What follows belongs to an exercise in optimizing a design on an open flow for small area and a short achievable clock period; a production flow would make more cautious choices.
In this exercise RTL edits were held to simulation tests only and were not proved equivalent to the original.
No activity file was given, so power comes from the tool's default toggle rates.

--- design/flow/run.sh ---
#!/bin/bash
# synth_recipe.tcl (not shown) runs the flow's synth.tcl, then flattens the netlist and writes it again
# the make line also repeats each setting of config.mk as NAME=value (left out here)
make -C /OpenROAD-flow-scripts/flow DESIGN_CONFIG=/design/flow/config.mk WORK_HOME=/design/flow/orfs CLKGATE_MAP_FILE= SYNTH_SCRIPT=/design/flow/synth_recipe.tcl finish
--- design/flow/config.mk ---
export PLATFORM = sky130hd
export DESIGN_NAME = cpu
export DESIGN_NICKNAME = cpu
export VERILOG_FILES = /design/flow/design.v
export SDC_FILE = /design/flow/constraint.sdc
export NUM_CORES = 4
export LEC_CHECK = 0
export CAP_MARGIN = 20
export CORE_MARGIN = 2
export CORE_UTILIZATION = 40
export SLEW_MARGIN = 20
--- design/flow/constraint.sdc ---
create_clock -name core_clock -period 6.0 [get_ports {clk}]
set_input_delay 1.2000 -clock core_clock [delete_from_list [all_inputs] [get_ports {clk}]]
set_output_delay 1.2000 -clock core_clock [all_outputs]
set_load 0.01 [all_outputs]
--- design/flow/design.v ---
`timescale 1ns/1ns
package cpuPkg;
  typedef logic [16-1:0] word_t;
  typedef logic [3:0] regIndex_t;
  typedef enum logic [3:0] {
    OP_NOP   = 4'd0,
    OP_ADD   = 4'd1,
    OP_SUB   = 4'd2,
    OP_AND   = 4'd3,
    OP_OR    = 4'd4,
    OP_XOR   = 4'd5,
    OP_MOVI  = 4'd6,
    OP_ADDI  = 4'd7,
    OP_CMPEQ = 4'd8,
    OP_CMPGT = 4'd9,
    OP_LOAD  = 4'd10,
    OP_BT    = 4'd11,
    OP_BF    = 4'd12,
    OP_JR    = 4'd13
  } opcode_t;
  typedef enum logic [2:0] {
    ALU_PASS, ALU_ADD, ALU_SUB, ALU_AND, ALU_OR, ALU_XOR, ALU_CMPEQ, ALU_CMPGT
  } aluOp_t;
  typedef enum logic [1:0] {MEM_NONE, MEM_LOAD} memOp_t;
  typedef enum logic [2:0] {JUMP_NONE, JUMP_REL, JUMP_REG} jumpOp_t;
  typedef enum logic [1:0] {BYP_FILE, BYP_EX, BYP_ME, BYP_IMM} bypassSel_t;
endpackage
`timescale 1ns/1ns
module cpu (
  input  logic          clk,
  input  logic          reset,
  output logic [15:0]   bAddr,
  input  logic [15:0]   bMemRead,
  output logic [15:0]   aAddr,
  input  logic [15:0]   aMemRead,
  output logic [15:0]   ifPc,
  output logic [15:0]   ifIr,
  output logic [15:0]   exCalResult,
  output logic [1:0]    exMemControl,
  output logic [3:0]    meRegisterT,
  output logic          meWriteEnable,
  output logic [15:0]   meCalResult,
  output logic          tFlag,
  output logic [175:0]  registerValue
);
  logic [15:0] pc;
  logic [15:0] idIr;
  logic        inDelaySlot;
  logic [3:0]  exRegisterT;
  logic        exWriteEnable;
  logic        exLoad;
  logic [15:0] regs [11];
  logic [15:0] opS, opM;
  logic        sFromEx, sFromMe, mFromEx, mFromMe;
  logic [3:0] op;
  assign op = idIr[15:12];
  logic isAdd, isSub, isAnd, isOr, isXor, isMovi, isAddi, isCmpEq, isCmpGt, isLoad;
  logic isBt, isBf, isJr;
  assign isAdd   = op == 4'd1;
  assign isSub   = op == 4'd2;
  assign isAnd   = op == 4'd3;
  assign isOr    = op == 4'd4;
  assign isXor   = op == 4'd5;
  assign isMovi  = op == 4'd6;
  assign isAddi  = op == 4'd7;
  assign isCmpEq = op == 4'd8;
  assign isCmpGt = op == 4'd9;
  assign isLoad  = op == 4'd10;
  assign isBt    = op == 4'd11;
  assign isBf    = op == 4'd12;
  assign isJr    = op == 4'd13;
  logic decWriteEnable;
  assign decWriteEnable = (op >= 4'd1 && op <= 4'd7) || isLoad;
  logic [15:0] rs, rm;
  assign rs = sFromEx ? exCalResult : (sFromMe ? meCalResult : opS);
  assign rm = mFromEx ? exCalResult : (mFromMe ? meCalResult : opM);
  logic [15:0] sum, diff, result;
  assign sum  = rs + rm;
  assign diff = rs - rm;
  always_comb begin
    if (isAdd || isAddi) result = sum;
    else if (isSub)      result = diff;
    else if (isAnd)      result = rs & rm;
    else if (isOr)       result = rs | rm;
    else if (isXor)      result = rs ^ rm;
    else                 result = rm;
  end
  logic tNext;
  assign tNext = isCmpGt ? ($signed(rs) > $signed(rm)) : (rs == rm);
  logic [7:0] immA;
  always_comb begin
    if (isMovi)      immA = idIr[7:0];
    else if (isAddi) immA = {{4{idIr[3]}}, idIr[3:0]};
    else if (isLoad) immA = {4'b0, idIr[3:0]};
    else             immA = 8'd0;
  end
  logic jumpRel, jumpReg;
  assign jumpRel = !inDelaySlot && ((isBt && tFlag) || (isBf && !tFlag));
  assign jumpReg = !inDelaySlot && isJr;
  logic [15:0] pcStep, pcAdd;
  assign pcStep = jumpRel ? {{8{idIr[7]}}, idIr[7:0]} : 16'd1;
  assign pcAdd  = pc + pcStep;
  logic [3:0] nS, nM;
  logic       nImm;
  assign nS   = bMemRead[7:4];
  assign nM   = bMemRead[3:0];
  assign nImm = bMemRead[15:13] == 3'b011;   
  logic [15:0] readS, readM, immM;
  assign readS = (nS < 4'd11) ? ((meWriteEnable && meRegisterT == nS) ? meCalResult : regs[nS]) : 16'd0;
  assign readM = (nM < 4'd11) ? ((meWriteEnable && meRegisterT == nM) ? meCalResult : regs[nM]) : 16'd0;
  assign immM  = bMemRead[12] ? {{12{bMemRead[3]}}, bMemRead[3:0]} : {{8{bMemRead[7]}}, bMemRead[7:0]};
  always_ff @(posedge clk) begin
    if (reset) begin
      pc            <= 16'd0;
      idIr          <= 16'd0;
      inDelaySlot   <= 1'b0;
      exWriteEnable <= 1'b0;
      exLoad        <= 1'b0;
      meWriteEnable <= 1'b0;
      tFlag         <= 1'b0;
      opS           <= 16'd0;
      opM           <= 16'd0;
      sFromEx       <= 1'b0;
      sFromMe       <= 1'b0;
      mFromEx       <= 1'b0;
      mFromMe       <= 1'b0;
    end else begin
      pc            <= jumpReg ? rs : pcAdd;
      idIr          <= bMemRead;
      inDelaySlot   <= jumpRel || jumpReg;
      exWriteEnable <= decWriteEnable;
      exLoad        <= isLoad;
      meWriteEnable <= exWriteEnable;
      if (isCmpEq || isCmpGt) tFlag <= tNext;
      opS           <= readS;
      opM           <= nImm ? immM : readM;
      sFromEx       <= nS < 4'd11 && decWriteEnable && idIr[11:8] == nS;
      sFromMe       <= nS < 4'd11 && exWriteEnable && exRegisterT == nS;
      mFromEx       <= !nImm && nM < 4'd11 && decWriteEnable && idIr[11:8] == nM;
      mFromMe       <= !nImm && nM < 4'd11 && exWriteEnable && exRegisterT == nM;
    end
    exCalResult <= result;
    exRegisterT <= idIr[11:8];
    aAddr       <= rs + {{8{immA[7]}}, immA};
    meRegisterT <= exRegisterT;
    meCalResult <= exLoad ? aMemRead : exCalResult;
  end
  logic [15:0] writeValue;
  assign writeValue = reset ? 16'd0 : meCalResult;
  always_ff @(posedge clk) begin
    for (int i = 0; i < 11; i++) begin
      if (reset || (meWriteEnable && meRegisterT == 4'(i))) regs[i] <= writeValue;
    end
  end
  always_comb begin
    for (int i = 0; i < 11; i++) registerValue[16*i +: 16] = regs[i];
  end
  assign bAddr        = pc;
  assign ifPc         = pc;
  assign ifIr         = bMemRead;
  assign exMemControl = {1'b0, exLoad};
endmodule
==> summary.txt <==
[registers in the layout, indices dropped and copies added, names as in the netlist, 4 cells and up]
register and cells:
aAddr 16, exCalResult 16, exRegisterT 4, idIr 16
meCalResult 16, meRegisterT 4, opM 16, opS 16
pc 16, regs 176
[power by group through the flow]
stage / logic, mW / clock network [mW] / registers [mW]
after floorplan: 0.736 / 0 / 2.81
after global placement: 1.60 / 0 / 2.91
after detailed placement: 1.60 / 0 / 2.90
after CTS: 1.61 / 2.33 / 2.86
after global routing: 1.73 / 2.41 / 2.89
final: 1.63 / 2.31 / 2.88
[cell usage after synthesis, drive strengths merged (25+ instances only)]
library cell	instances
mux2	37
a31oi	25
a22oi	29
nor3	34
ha	71
nor2	143
a21oi	158
xnor2	29
o21ai	130
clkbuf	76
edfxtp	176
nand2	146
buf	85
o221ai	25
mux2i	53
inv	75
dfxtp	129
nor2b	48
nand3	28
[worst max path at each step]
stage / start / endpoint / slack, ns / cells after the start
2_1_floorplan: sFromMe / exCalResult[15] / 2.54 / 14
3_3_place_gp: mFromMe / exCalResult[14] / 1.58 / 13
3_5_place_dp: mFromMe / exCalResult[14] / 1.49 / 13
4_1_cts: mFromMe / exCalResult[14] / 1.47 / 13
5_1_grt: mFromMe / exCalResult[14] / 1.19 / 13
6_report: mFromMe / exCalResult[14] / 1.49 / 13
[cell type report]
type                       instances  share of cell area (%)
clock buffer                      39                   4.123
inverter                          78                   1.311
timing repair buffer             364                   15.53
tap                              585                   3.277
clock inverter                    22                   1.322
multi-input combinational       1318                   39.21
antenna                            1                 0.01120
sequential                       305                   35.22
[worst max-delay path, stage by stage, from the launching register on]
cell	delay [ns]
dfxtp_1	0.96
mux2i_1	0.27
nor2_1	0.06
a21oi_1	0.24
inv_1	0.10
ha_1	0.27
fa_1	0.48
o21bai_1	0.26
a21oi_1	0.13
a311oi_1	0.76
nand2_1	0.12
o21ai_0	0.22
o221ai_1	0.19
a211o_1	0.31
[through the flow]
step           area, um2  std cells
2_1_floorplan      17660       1862
3_3_place_gp       21110       2650
3_5_place_dp       21120       2650
4_1_cts            22330       2711
5_1_grt            22340       2711
6_report           22340       2712
[layer usage]
layer / wire, um / up-vias / track usage [%]
met3: 8126 / 242 / 7.447
met5: 0 / - / 0
met4: 4486 / 0 / 16.90
met1: 30530 / 8017 / 42.42
li1: - / 7365 / -
met2: 33620 / 1203 / 50.22
[cells in the final DEF, fill, tap and decap left out, types with 23 or more instances in the layout]
| master | instances |
|---|---|
| a31oi_1 | 25 |
| a22oi_1 | 29 |
| nor3_1 | 33 |
| ha_1 | 71 |
| edfxtp_1 | 176 |
| nand2_1 | 144 |
| a21oi_1 | 158 |
| dfxtp_1 | 129 |
| nor2b_1 | 48 |
| a221oi_1 | 23 |
| xnor2_1 | 29 |
| nand3_1 | 28 |
| buf_4 | 52 |
| o21ai_0 | 124 |
| a211oi_1 | 24 |
| clkdlybuf4s50_1 | 303 |
| clkbuf_16 | 35 |
| mux2_2 | 37 |
| nor2_1 | 141 |
| mux2i_1 | 53 |
| o221ai_1 | 25 |
| inv_1 | 75 |
[cells by family after synthesis]
group / synth area share, %
multiplexers: 5.491
AND/OR/NAND/NOR: 13.73
buffers and inverters: 6.086
other: 0.02124
adder cells (fa/ha/maj): 5.484
XOR/XNOR: 2.281
flip-flops: 44.55
AO/OA/AOI/OAI: 22.35
==> flow_summary.ini <==
[min_path]
holdCritPathClass = reg2reg
hold_path_depth = 0
min_to = meRegisterT[1]
min_from = exRegisterT[1]

[floorplanning]
core-area_um2 = 43360
dieArea_um2 = 45850
pin_count = 314
dieHeight_um = 214.1
die_width_um = 214.1
initial_core_util_pct = 40.73
fp-row-count = 76

[final_layout]
synthToLayoutAreaGrowth_pct = 26.49
num-fill-cells = 4043
fin_util_pct = 51.51
multi_input_area_um2 = 8758
fin_nets = 2210
register_area_um2 = 7868
drive_gt1_share_pct = 8.467

[setup_path]
reg2reg_to = exCalResult[14]
reg2reg_depth = 13
rr_startpoint = mFromMe
criticalPathCategory = reg2reg
cp_max_fo = 16
ff2ff_setup_slack_ns = 1.49
setup.worst_path.start_class = register
crit_path_end_kind = register
critPathRequiredTime_ns = 6.44
arrival_ns = 4.95

[status]
outcome = finished clean

[power_and_ir_drop]
power.total_mw = 6.823
pwr-share-clk_pct = 33.9
p_leak_nw = 8.308
switchingPower_mw = 2.177
swShare_pct = 31.90
p_per_area_nw_per_um2 = 305.4
p_int_mw = 4.646
ir_worst_vdd_mv = 0.2019
pwr-share-comb_pct = 23.9
seq_power_share_pct = 42.1

[clock_network]
cts.hold.buffers_added = 0
cts_buffers = 34
cts.clk_slew.worst_paths_ns = 0.06
post_cts_buffers = 0
cts_tree = done
cts.sinks = 305
clk_latency_ns = 0.56
post_cts_resized = 0
htree_levels = 2
cts_root_buf = clkbuf_16
cts_buffer_depth = 3

[sta]
tightestPinTransition_ns = 1.095
rsz0062_at_grt = no
relSlewSlack_pct = 27.00
setup_violations = 0
fin_hold_ws_ns = 0.3936
fin_crit_sh_pct = 75.12
fin_ws_ns = 1.493
skew_ns = 0.02563
max_clock_freq_mhz = 221.9
hold_viol_final = 0
tns_ns = 0
final.min_clock_period_ns = 4.507
final-max-slew-violation-count = 0

[synthesis]
synth_seq_cells = 305
yosysSeqAreaShare_pct = 44.55
ys_warn_count = 2
synth_edf_count = 176
ys_types = 80
syn_nets = 1971
async_reset_ff_share_pct = 0
yosys.area.top_type_share_pct = 29.93
ys_top_cells_by_area = edfxtp_1 30%, dfxtp_1 15%, ha_1 5.0%, a21oi_1 4.5%, o21ai_0 3.7%
yosys_most_used_dff = edfxtp_1
syn_area_um2 = 17660
syn-mean-instance-area_um2 = 9.484
synth_top_cell_by_area = edfxtp_1
syn_inst = 1862

[routing]
via_count = 16830
drt_iter0_drc = 2208
drc = 0
postRouteAntennaNets = 0
first_pass_iters = 6
routed_wirelength_um = 76760
vias_per_cell = 6.205
wl_per_cell_um = 28.31

[global_routing]
grt_pass1_wl_um = 112400
track_usage_pct = 32.46
grt_antenna_before_repair = 1
grt_pass1_vias = 16280
overflow = 0
grt_max_degree = 59

[placed_design]
gp_congestion = 0.9611
preCtsSetupSlack_ns = 1.493
port_buffers = 312
post-dp-hpwl_um = 55130

[run]
cap_violations = 0

==> afterwards: timing with drivers on the ports <==
The results above use ideal ports. As a check the final layout listed here was re-extracted and re-timed, cells and wires unchanged. Step 1 assumes that a clkbuf_16 drives the clock port and a buf_2 every other input. Step 2 moves the port delays by t, midway between the first and last clock arrival at a register: inputs arrive t later, outputs are due t later. That takes back most of the time a late clock gives input paths. Slacks: ideal ports / drivers / drivers and shift; pairs: ideal ports / drivers.
t (ns): 0.602
setup WS [ns]: 1.493 / 1.493 / 1.493
worst hold slack (ns): 0.394 / 0.394 / 0.394
latest minus earliest clock arrival (ns): 0.029 / 0.028
pins driven straight from the clock port: 1
After both steps this run still meets setup and hold. The setup slack of this run moves by 0.000 ns with the drivers and by 0.000 ns with both steps.
